This design comes from an exercise in tuning for small area on the open sky130 flow, not from production work.
Only the layout flow was run in this run; the RTL was not checked for function there.
Power figures rest on the tool's default switching activity, not on a simulated workload.

### flow/run.sh
#!/bin/bash
# synth_recipe.tcl (not shown) runs the flow's synth.tcl, then flattens the netlist and writes it again
# the make line also repeats each setting of config.mk as NAME=value (left out here)
make -C /OpenROAD-flow-scripts/flow DESIGN_CONFIG=/design/flow/config.mk WORK_HOME=/design/flow/orfs CLKGATE_MAP_FILE= SYNTH_SCRIPT=/design/flow/synth_recipe.tcl finish
### flow/config.mk
export PLATFORM = sky130hd
export DESIGN_NAME = decode_stage
export DESIGN_NICKNAME = decode_stage
export VERILOG_FILES = /design/flow/design.v
export SDC_FILE = /design/flow/constraint.sdc
export NUM_CORES = 4
export LEC_CHECK = 0
export CAP_MARGIN = 20
export CORE_MARGIN = 2
export CORE_UTILIZATION = 30
export PLACE_DENSITY = 0.45
export SLEW_MARGIN = 20
### flow/constraint.sdc
create_clock -name core_clock -period 4.0 [get_ports {clk}]
set_input_delay 0.8000 -clock core_clock [delete_from_list [all_inputs] [get_ports {clk}]]
set_output_delay 0.8000 -clock core_clock [all_outputs]
set_load 0.01 [all_outputs]
### flow/design.v
package decode_pkg;
   typedef enum logic [6:0] {
      OPC_LOAD   = 7'b0000011,
      OPC_IMM    = 7'b0010011,
      OPC_AUIPC  = 7'b0010111,
      OPC_STORE  = 7'b0100011,
      OPC_OP     = 7'b0110011,
      OPC_LUI    = 7'b0110111,
      OPC_BRANCH = 7'b1100011,
      OPC_JALR   = 7'b1100111,
      OPC_JAL    = 7'b1101111
   } opcode_e;
   typedef enum logic [3:0] {
      ALU_ADD, ALU_SUB, ALU_SLL, ALU_SLT, ALU_SLTU,
      ALU_XOR, ALU_SRL, ALU_SRA, ALU_OR, ALU_AND
   } alu_op_e;
   typedef enum logic [1:0] {ALU_RS1, ALU_PC, ALU_ZERO} alu_a_sel_e;
   typedef enum logic {ALU_RS2, ALU_IMM} alu_b_sel_e;
   typedef enum logic [1:0] {WB_ALU_OUT, WB_MEM_LOAD, WB_PC_PLS4} wb_sel_e;
   typedef enum logic [2:0] {
      CMP_BEQ  = 3'b000,
      CMP_BNE  = 3'b001,
      CMP_BLT  = 3'b100,
      CMP_BGE  = 3'b101,
      CMP_BLTU = 3'b110,
      CMP_BGEU = 3'b111
   } branch_op_e;
   typedef enum logic [1:0] {BYTE = 2'd0, HALF = 2'd1, WORD = 2'd2} mem_size_e;
   typedef struct packed {
      logic [6:0] funct7;
      logic [4:0] rs2;
      logic [4:0] rs1;
      logic [2:0] funct3;
      logic [4:0] rd;
      opcode_e    opcode;
   } r_fmt_t;
   typedef struct packed {
      logic [11:0] imm;
      logic [4:0]  rs1;
      logic [2:0]  funct3;
      logic [4:0]  rd;
      opcode_e     opcode;
   } i_fmt_t;
   typedef struct packed {
      logic [6:0] imm_hi;
      logic [4:0] rs2;
      logic [4:0] rs1;
      logic [2:0] funct3;
      logic [4:0] imm_lo;
      opcode_e    opcode;
   } s_fmt_t;
   typedef struct packed {
      logic       imm12;
      logic [5:0] imm10_5;
      logic [4:0] rs2;
      logic [4:0] rs1;
      logic [2:0] funct3;
      logic [3:0] imm4_1;
      logic       imm11;
      opcode_e    opcode;
   } b_fmt_t;
   typedef struct packed {
      logic [19:0] imm;
      logic [4:0]  rd;
      opcode_e     opcode;
   } u_fmt_t;
   typedef struct packed {
      logic       imm20;
      logic [9:0] imm10_1;
      logic       imm11;
      logic [7:0] imm19_12;
      logic [4:0] rd;
      opcode_e    opcode;
   } j_fmt_t;
   typedef union packed {
      r_fmt_t r;
      i_fmt_t i;
      s_fmt_t s;
      b_fmt_t b;
      u_fmt_t u;
      j_fmt_t j;
   } instr_u;
endpackage
`timescale 1ns/1ns
module register_file (
   input  logic                   clk,
   input  logic                   wr_en,    
   input  logic [5-1:0] wr_addr,
   input  logic [32-1:0]       wr_data,
   input  logic [5-1:0] rs1_addr,
   input  logic [5-1:0] rs2_addr,
   output logic [32-1:0]       rs1_data,
   output logic [32-1:0]       rs2_data
);
   logic [32-1:0] regs [32];  
   always_ff @(posedge clk) begin
      if (wr_en && (wr_addr != '0)) begin
         regs[wr_addr] <= wr_data;
      end
   end
   assign rs1_data = (rs1_addr == '0) ? '0 : regs[rs1_addr];
   assign rs2_data = (rs2_addr == '0) ? '0 : regs[rs2_addr];
endmodule
`timescale 1ns/1ns
module imm_gen (
   input  decode_pkg::instr_u             instr,
   output logic [32-1:0]   imm
);
   always_comb begin
      case (instr.r.opcode)
         decode_pkg::OPC_LOAD, decode_pkg::OPC_IMM, decode_pkg::OPC_JALR:  
            imm = {{(32-12){instr.i.imm[11]}}, instr.i.imm};
         decode_pkg::OPC_STORE:                    
            imm = {{(32-12){instr.s.imm_hi[6]}}, instr.s.imm_hi, instr.s.imm_lo};
         decode_pkg::OPC_BRANCH: begin             
            imm = {{(32-12){instr.b.imm12}}, instr.b.imm11,
                   instr.b.imm10_5, instr.b.imm4_1, 1'b0};
         end
         decode_pkg::OPC_LUI, decode_pkg::OPC_AUIPC:           
            imm = {instr.u.imm, 12'b0};
         decode_pkg::OPC_JAL: begin                
            imm = {{(32-20){instr.j.imm20}}, instr.j.imm19_12,
                   instr.j.imm11, instr.j.imm10_1, 1'b0};
         end
         default:
            imm = '0;  
      endcase
   end
endmodule
`timescale 1ns/1ns
module control_decoder (
   input  decode_pkg::instr_u     instr,
   output decode_pkg::alu_op_e    alu_op,
   output decode_pkg::alu_a_sel_e alu_a_sel,
   output decode_pkg::alu_b_sel_e alu_b_sel,
   output decode_pkg::wb_sel_e    wb_sel,
   output logic       reg_write,
   output logic       dmem_req,
   output logic       dmem_write,
   output logic       dmem_unsigned,
   output decode_pkg::mem_size_e  dmem_size,
   output logic       branch_enable,
   output decode_pkg::branch_op_e branch_op,
   output logic       jump_request,
   output logic       pc_stall,
   output logic       jalr_lsb_clear,
   output logic       jump_or_branch  
);
   logic rd_nz;  
   function automatic decode_pkg::alu_op_e alu_from_funct(input logic [2:0] f3, input logic alt);
      case (f3)
         3'b000:  alu_from_funct = alt ? decode_pkg::ALU_SUB : decode_pkg::ALU_ADD;
         3'b001:  alu_from_funct = decode_pkg::ALU_SLL;
         3'b010:  alu_from_funct = decode_pkg::ALU_SLT;
         3'b011:  alu_from_funct = decode_pkg::ALU_SLTU;
         3'b100:  alu_from_funct = decode_pkg::ALU_XOR;
         3'b101:  alu_from_funct = alt ? decode_pkg::ALU_SRA : decode_pkg::ALU_SRL;
         3'b110:  alu_from_funct = decode_pkg::ALU_OR;
         default: alu_from_funct = decode_pkg::ALU_AND;
      endcase
   endfunction
   assign rd_nz = |instr.r.rd;
   always_comb begin
      alu_op         = decode_pkg::ALU_ADD;
      alu_a_sel      = decode_pkg::ALU_RS1;
      alu_b_sel      = decode_pkg::ALU_RS2;
      wb_sel         = decode_pkg::WB_ALU_OUT;
      reg_write      = 1'b0;
      dmem_req       = 1'b0;
      dmem_write     = 1'b0;
      dmem_unsigned  = 1'b0;
      dmem_size      = decode_pkg::WORD;
      branch_enable  = 1'b0;
      branch_op      = decode_pkg::CMP_BEQ;
      jump_request   = 1'b0;
      pc_stall       = 1'b0;
      jalr_lsb_clear = 1'b0;
      jump_or_branch = 1'b0;
      case (instr.r.opcode)
         decode_pkg::OPC_OP: begin
            alu_op    = alu_from_funct(instr.r.funct3, instr.r.funct7[5]);
            reg_write = rd_nz;
         end
         decode_pkg::OPC_IMM: begin
            alu_op    = alu_from_funct(instr.i.funct3,
                                       instr.r.funct7[5] & (instr.i.funct3 == 3'b101));
            alu_b_sel = decode_pkg::ALU_IMM;
            reg_write = rd_nz;
         end
         decode_pkg::OPC_LOAD: begin
            alu_b_sel     = decode_pkg::ALU_IMM;  
            wb_sel        = decode_pkg::WB_MEM_LOAD;
            reg_write     = rd_nz;
            dmem_req      = 1'b1;
            dmem_unsigned = instr.i.funct3[2];  
            case (instr.i.funct3[1:0])
               2'b00:   dmem_size = decode_pkg::BYTE;
               2'b01:   dmem_size = decode_pkg::HALF;
               default: dmem_size = decode_pkg::WORD;
            endcase
         end
         decode_pkg::OPC_STORE: begin
            alu_b_sel  = decode_pkg::ALU_IMM;
            dmem_req   = 1'b1;
            dmem_write = 1'b1;
            case (instr.i.funct3[1:0])
               2'b00:   dmem_size = decode_pkg::BYTE;
               2'b01:   dmem_size = decode_pkg::HALF;
               default: dmem_size = decode_pkg::WORD;
            endcase
         end
         decode_pkg::OPC_LUI: begin
            alu_a_sel = decode_pkg::ALU_ZERO;  
            alu_b_sel = decode_pkg::ALU_IMM;
            reg_write = rd_nz;
         end
         decode_pkg::OPC_AUIPC: begin
            alu_a_sel = decode_pkg::ALU_PC;
            alu_b_sel = decode_pkg::ALU_IMM;
            reg_write = rd_nz;
         end
         decode_pkg::OPC_JAL: begin
            alu_a_sel      = decode_pkg::ALU_PC;  
            alu_b_sel      = decode_pkg::ALU_IMM;
            wb_sel         = decode_pkg::WB_PC_PLS4;
            reg_write      = rd_nz;
            jump_request   = 1'b1;
            jump_or_branch = 1'b1;
         end
         decode_pkg::OPC_JALR: begin
            if (instr.i.funct3 == 3'b000) begin  
               alu_b_sel      = decode_pkg::ALU_IMM;
               wb_sel         = decode_pkg::WB_PC_PLS4;
               reg_write      = rd_nz;
               jump_request   = 1'b1;
               jalr_lsb_clear = 1'b1;  
               jump_or_branch = 1'b1;
            end
         end
         decode_pkg::OPC_BRANCH: begin
            if (instr.r.funct3[2:1] != 2'b01) begin  
               alu_a_sel      = decode_pkg::ALU_PC;
               alu_b_sel      = decode_pkg::ALU_IMM;
               branch_enable  = 1'b1;
               branch_op      = decode_pkg::branch_op_e'(instr.r.funct3);
               pc_stall       = 1'b1;
               jump_or_branch = 1'b1;
            end
         end
         default: ;  
      endcase
   end
endmodule
`timescale 1ns/1ns
module bubble_ctrl (
   input  logic                   clk,
   input  logic                   rstn,
   input  logic                   jump_or_branch,  
   input  decode_pkg::instr_u                 instr_raw,       
   input  logic                   ex_load,         
   input  logic [5-1:0] ex_rd,
   output logic                   insert_nop,
   output logic                   load_hazard_stall
);
   logic [2-1:0] nop_cnt;
   logic [1:0]            src_used;  
   always_ff @(posedge clk or negedge rstn) begin
      if (!rstn) begin
         nop_cnt <= '0;
      end else if (jump_or_branch) begin
         nop_cnt <= 2'(2);
      end else if (nop_cnt != '0) begin
         nop_cnt <= nop_cnt - 1'b1;
      end
   end
   always_comb begin
      case (instr_raw.r.opcode)
         decode_pkg::OPC_OP, decode_pkg::OPC_BRANCH, decode_pkg::OPC_STORE: src_used = 2'b11;
         decode_pkg::OPC_LOAD, decode_pkg::OPC_IMM, decode_pkg::OPC_JALR:   src_used = 2'b01;  
         default:                       src_used = 2'b00;  
      endcase
   end
   assign load_hazard_stall = ex_load &
                              ((src_used[0] & (instr_raw.r.rs1 == ex_rd)) |
                               (src_used[1] & (instr_raw.r.rs2 == ex_rd)));
   assign insert_nop = (nop_cnt != '0) | load_hazard_stall;
endmodule
`timescale 1ns/1ns
module decode_stage (
   input  logic                   clk,
   input  logic                   rstn,
   input  logic [32-1:0]       instruction_in,
   input  logic [32-1:0]       pc_in,
   input  logic [32-1:0]       pc_pls4_in,
   input  logic                   wrb_rd_write,
   input  logic [5-1:0] wrb_rd_addr,
   input  logic [32-1:0]       wrb_rd_data,
   output logic [32-1:0]       pc,
   output logic [32-1:0]       pc_pls4,
   output logic [32-1:0]       rs1_data,
   output logic [32-1:0]       rs2_data,
   output logic [5-1:0] rd_addr,
   output logic [32-1:0]       immediate,
   output decode_pkg::alu_op_e                alu_op,
   output decode_pkg::alu_a_sel_e             alu_a_sel,
   output decode_pkg::alu_b_sel_e             alu_b_sel,
   output decode_pkg::wb_sel_e                wb_sel,
   output logic                   reg_write,
   output logic                   dmem_req,
   output logic                   dmem_write,
   output logic                   dmem_unsigned,
   output decode_pkg::mem_size_e              dmem_size,
   output logic                   branch_enable,
   output decode_pkg::branch_op_e             branch_op,
   output logic                   jump_request,
   output logic                   pc_stall,
   output logic                   jalr_lsb_clear,
   output logic                   load_hazard_stall  
);
   decode_pkg::instr_u           instr_eff;  
   logic             insert_nop;
   logic             jump_or_branch;
   logic [32-1:0] rs1_data_nxt, rs2_data_nxt, imm_nxt;
   decode_pkg::alu_op_e          alu_op_nxt;
   decode_pkg::alu_a_sel_e       alu_a_sel_nxt;
   decode_pkg::alu_b_sel_e       alu_b_sel_nxt;
   decode_pkg::wb_sel_e          wb_sel_nxt;
   decode_pkg::mem_size_e        dmem_size_nxt;
   decode_pkg::branch_op_e       branch_op_nxt;
   logic             reg_write_nxt, dmem_req_nxt, dmem_write_nxt, dmem_unsigned_nxt;
   logic             branch_enable_nxt, jump_request_nxt, pc_stall_nxt, jalr_lsb_clear_nxt;
   assign instr_eff = insert_nop ? 32'h0000_0013 : instruction_in;
   register_file u_rf (
      .clk      (clk),
      .wr_en    (wrb_rd_write),
      .wr_addr  (wrb_rd_addr),
      .wr_data  (wrb_rd_data),
      .rs1_addr (instr_eff.r.rs1),
      .rs2_addr (instr_eff.r.rs2),
      .rs1_data (rs1_data_nxt),
      .rs2_data (rs2_data_nxt)
   );
   imm_gen u_imm (.instr(instr_eff), .imm(imm_nxt));
   control_decoder u_dec (
      .instr          (instr_eff),
      .alu_op         (alu_op_nxt),
      .alu_a_sel      (alu_a_sel_nxt),
      .alu_b_sel      (alu_b_sel_nxt),
      .wb_sel         (wb_sel_nxt),
      .reg_write      (reg_write_nxt),
      .dmem_req       (dmem_req_nxt),
      .dmem_write     (dmem_write_nxt),
      .dmem_unsigned  (dmem_unsigned_nxt),
      .dmem_size      (dmem_size_nxt),
      .branch_enable  (branch_enable_nxt),
      .branch_op      (branch_op_nxt),
      .jump_request   (jump_request_nxt),
      .pc_stall       (pc_stall_nxt),
      .jalr_lsb_clear (jalr_lsb_clear_nxt),
      .jump_or_branch (jump_or_branch)
   );
   bubble_ctrl u_bub (
      .clk               (clk),
      .rstn              (rstn),
      .jump_or_branch    (jump_or_branch),
      .instr_raw         (instruction_in),  
      .ex_load           (dmem_req & ~dmem_write),
      .ex_rd             (rd_addr),
      .insert_nop        (insert_nop),
      .load_hazard_stall (load_hazard_stall)
   );
   always_ff @(posedge clk or negedge rstn) begin
      if (!rstn) begin
         alu_op         <= decode_pkg::ALU_ADD;
         alu_a_sel      <= decode_pkg::ALU_RS1;
         alu_b_sel      <= decode_pkg::ALU_RS2;
         wb_sel         <= decode_pkg::WB_ALU_OUT;
         reg_write      <= 1'b0;
         dmem_req       <= 1'b0;
         dmem_write     <= 1'b0;
         dmem_unsigned  <= 1'b0;
         dmem_size      <= decode_pkg::WORD;
         branch_enable  <= 1'b0;
         branch_op      <= decode_pkg::CMP_BEQ;
         jump_request   <= 1'b0;
         pc_stall       <= 1'b0;
         jalr_lsb_clear <= 1'b0;
      end else begin
         alu_op         <= alu_op_nxt;
         alu_a_sel      <= alu_a_sel_nxt;
         alu_b_sel      <= alu_b_sel_nxt;
         wb_sel         <= wb_sel_nxt;
         reg_write      <= reg_write_nxt;
         dmem_req       <= dmem_req_nxt;
         dmem_write     <= dmem_write_nxt;
         dmem_unsigned  <= dmem_unsigned_nxt;
         dmem_size      <= dmem_size_nxt;
         branch_enable  <= branch_enable_nxt;
         branch_op      <= branch_op_nxt;
         jump_request   <= jump_request_nxt;
         pc_stall       <= pc_stall_nxt;
         jalr_lsb_clear <= jalr_lsb_clear_nxt;
      end
   end
   always_ff @(posedge clk) begin
      pc        <= pc_in;
      pc_pls4   <= pc_pls4_in;
      rs1_data  <= rs1_data_nxt;
      rs2_data  <= rs2_data_nxt;
      rd_addr   <= instr_eff.r.rd;
      immediate <= imm_nxt;
   end
endmodule
==> impl_metrics.env <==
export IMPL_post_place_ws_ps=-608
export IMPL_status="finished clean"
export IMPL_syn_inst=4132
export IMPL_cp_required_ps=3200
export IMPL_max_slew_margin_pct=25.0
export IMPL_final_cell_count_no_fill=7391
export IMPL_post_cts_resize_count=0
export IMPL_first_global_vias=41759
export IMPL_worst_slack_ps=127
export IMPL_first_iter_violations=5953
export IMPL_overflow=0
export IMPL_dp_cells=7114
export IMPL_finalSetupViolCount=0
export IMPL_ioPinCount=324
export IMPL_synth_area_um2=53100
export IMPL_rsz0062_at_grt="false"
export IMPL_grt_met3_usage_pct=5.77
export IMPL_ys_seq_elements=1210
export IMPL_dpl_instance_area_um2=64600
export IMPL_ys_seq_area_share_pct=65.2
export IMPL_async_flop_share_pct=1.90
export IMPL_worstMarginPinSlew_ps=1120
export IMPL_drc=0
export IMPL_worstSetupEndpointType="primary output"
export IMPL_clock_fmax_ghz=0.258
export IMPL_grt_use_met1_pct=37.8
export IMPL_clock_latency_ps=820
export IMPL_fillCellCount=16607
export IMPL_tns_ps=0
export IMPL_areaGrowthSynthToFinish_pct=30.9
export IMPL_clockRootBuffer="clkbuf_16"
export IMPL_timing_hold_ws_ps=410
export IMPL_dp_final_hpwl_um=172000
export IMPL_io_buffer_count=323
export IMPL_path_cells="clkdlybuf4s50_1 > xor2_1 > nor4_2 > buf_4 > a22oi_1 > nor2_1 > clkdlybuf4s50_1"
export IMPL_grt_max_degree=94
export IMPL_cts_tree="done"
export IMPL_cts_sinks=1210
export IMPL_gp_congestion=0.927
export IMPL_p_leak_uw=0.0249
export IMPL_fp_dieW_um=425
export IMPL_hold_path_class="input pin to flip-flop"
export IMPL_dr_pass1_iters=9
export IMPL_ys_types=88
export IMPL_final_hold_viol_count=0
export IMPL_num_vias=43232
export IMPL_numCtsBuffers=145
export IMPL_drv_slew=0
export IMPL_via_per_inst=5.85
export IMPL_synth_top_area_share_pct=57.8
export IMPL_grt_use_met2_pct=43.9
export IMPL_ys_top_cells_by_area="edfxtp_1 58%, dfxtp_1 6.2%, mux2i_1 5.0%, nand2_1 3.2%, a21oi_1 2.2%"
export IMPL_final_common_cell="edfxtp_1"
export IMPL_core_area_um2=176000
export IMPL_gr_usage_all_layers_pct=28.2
export IMPL_yosysWarnings=5
export IMPL_nNetsFinal=5059
export IMPL_cpPeakStageDelay_ps=630
export IMPL_wl_per_cell_um=35.1
export IMPL_critical_path_slowest_cell="clkdlybuf4s50_1"
export IMPL_antenna_found_initial=16
export IMPL_skew_ps=31.0
export IMPL_top_usage_layer="met2"
export IMPL_ir_drop_uv=606
export IMPL_grt_pass1_wl_um=353000
export IMPL_crit_fanout=2
export IMPL_power_density_nw_per_um2=583
export IMPL_cpMostUsedCell="clkdlybuf4s50_1"
export IMPL_crit_type="input pin to primary output"
export IMPL_design_area_um2=69500
export IMPL_final_cell_mix="1022 x edfxtp_1, 474 x buf_4, 454 x nand2_1"
export IMPL_fin_crit_sh_pct=96.8
export IMPL_multi_input_area_um2=17400
export IMPL_ctsLongestPathBuffers=3
export IMPL_wl_um=260000
export IMPL_yosysTopAreaCell="edfxtp_1"
export IMPL_min_period_ps=3870
export IMPL_drive_gt1_share_pct=21.1
export IMPL_start_util_pct=30.2
export IMPL_cts_hold_buf=0
export IMPL_die_y_um=425
export IMPL_ant_nets=0
export IMPL_worstSetupStartpointType="input pin"
export IMPL_die_area_um2=180000
export IMPL_cts_setup_buffers=0
export IMPL_yosys_most_used_dff="edfxtp_1"
export IMPL_h_tree_depth=4
export IMPL_clk_pin_slew_worst_paths_ps=60
export IMPL_synth_area_per_cell_um2=12.8
export IMPL_synth_edff_count=1022
export IMPL_crit_arrival_ps=3070
export IMPL_seqCellArea_um2=34600
export IMPL_drv_cap=0
export IMPL_rows=154
-- cells by family after synthesis --
group                    count (synthesis)  share of synthesized area, %
multiplexers                           369                          7.60
XOR/XNOR                                11                         0.182
buffers and inverters                  350                          3.07
AO/OA/AOI/OAI                         1119                          14.6
AND/OR/NAND/NOR                       1071                          9.34
adder cells (fa/ha/maj)                  1                        0.0236
other                                    1                       0.00707
flip-flops                            1210                          65.2
-- synthesized netlist by cell type (all sizes together) (6+ instances only) --
library cell and count:
nand4 32, inv 24, xor2 11, nor2b 26
a221o 54, a2bb2oi 7, a211o 6, a311o 7
a21oi 235, o211a 8, nor3 43, mux2 83
o22ai 59, nor4 26, a32oi 17, o221ai 54
nand3 150, clkbuf 141, mux2i 267, a31oi 56
and3 28, o21ai 197, o211ai 80, nor2 210
o2bb2ai 15, edfxtp 1022, dfrtp 22, o311ai 12
buf 184, o31ai 11, mux4 19, a2111oi 9
a22oi 99, a21o 12, or3 10, and2 25
a211oi 39, nand2 457, a222oi 17, a221oi 68
nand2b 40, dfxtp 165, a22o 14
-- state kept, by name, summed over array words and instances (netlist names) --
register,count
alu_b_sel,1
dmem_size,2
dmem_unsigned,1
u_rf.regs,1022
wb_sel,2
dmem_req,1
branch_op,3
alu_op,4
jalr_lsb_clear,1
rs2_data,32
pc,32
immediate,32
alu_a_sel,2
u_bub.nop_cnt,2
rs1_data,32
rd_addr,5
dmem_write,1
reg_write,1
pc_stall,1
jump_request,1
pc_pls4,32
-- critical path, delay by kind of cell --
kind	cells	cell delay (ps)
xor+xnor	1	190
simple gates	2	730
compound gates	1	80
buf+inv	3	1280
-- cell type report --
class | instances | share of cell area [%]
Antenna cell | 10 | 0.0360
Clock buffer | 207 | 5.96
Clock inverter | 59 | 1.02
Inverter | 25 | 0.135
Multi-Input combinational cell | 2601 | 25.1
Sequential cell | 1210 | 49.8
Tap cell | 2340 | 4.21
Timing Repair Buffer | 939 | 13.8
-- final timing paths --
kind,from,to,slack (ps),cells past startpoint
max,instruction_in[19],load_hazard_stall,130,7
min,instruction_in[20],immediate[11]$_DFF_P_,410,3
max reg2reg,rd_addr[3]$_DFF_P_,rs1_data[14]$_SDFF_PN0_,340,10
min reg2reg,u_rf.regs[13][28]$_DFFE_PP_,rs1_data[28]$_SDFF_PN0_,580,2
max in group asynchronous,rstn,branch_op[1]$_DFF_PN0_,3120,2
min in group asynchronous,rstn,dmem_write$_DFF_PN0_,500,2
-- layer usage --
layer	up-vias	share of wire, %	wire [µm]
met5	-	0.0050	13
met4	2	4.9	12700
met3	533	9.2	23800
met2	2701	45	117000
met1	22194	41	106000
li1	17802	-	-
-- stage by stage --
step | util [%] | total power (µW)
after floorplan | - | 19400
after global placement | 36.8 | 26900
after detailed placement | 36.7 | 26900
after CTS | 39.5 | 40400
after global routing | 39.5 | 41500
final | 39.5 | 40500
-- where the power goes --
| part | switching (µW) | internal (µW) |
|---|---|---|
| clock | 5590 | 8030 |
| sequential | 492 | 14200 |
| combinational | 7510 | 4710 |
| total | 13600 | 26900 |

[what the ideal ports hide]
The flow's constraints put no driver on any port. The routed layout listed below was extracted and timed again, unchanged, in two steps. Step 1 sets driving cells, clkbuf_16 on the clock port and buf_2 on the other inputs (assumed; they add their load-dependent delay and slew). Step 2 adds t to the input delays and takes it off the output delays; t is the mean of the earliest and latest rising clock arrival at the registers after step 1. Input paths then give back, and output paths get back, about the clock's delay inside the block. Three values: no drivers, after step 1, after step 2; two values: the first two.
shift t [ns]: 0.901
slack for setup (ns): 0.127 / 0.101 / -0.648
worst hold slack (ns): 0.410 / 0.365 / 0.585
worst setup path at the end: input to register
cell pins on the clock port's net: 1
With both steps, setup timing fails in this run, where it was met with ideal ports. The setup slack of this run moves by -0.026 ns with the drivers and by -0.775 ns with both steps.
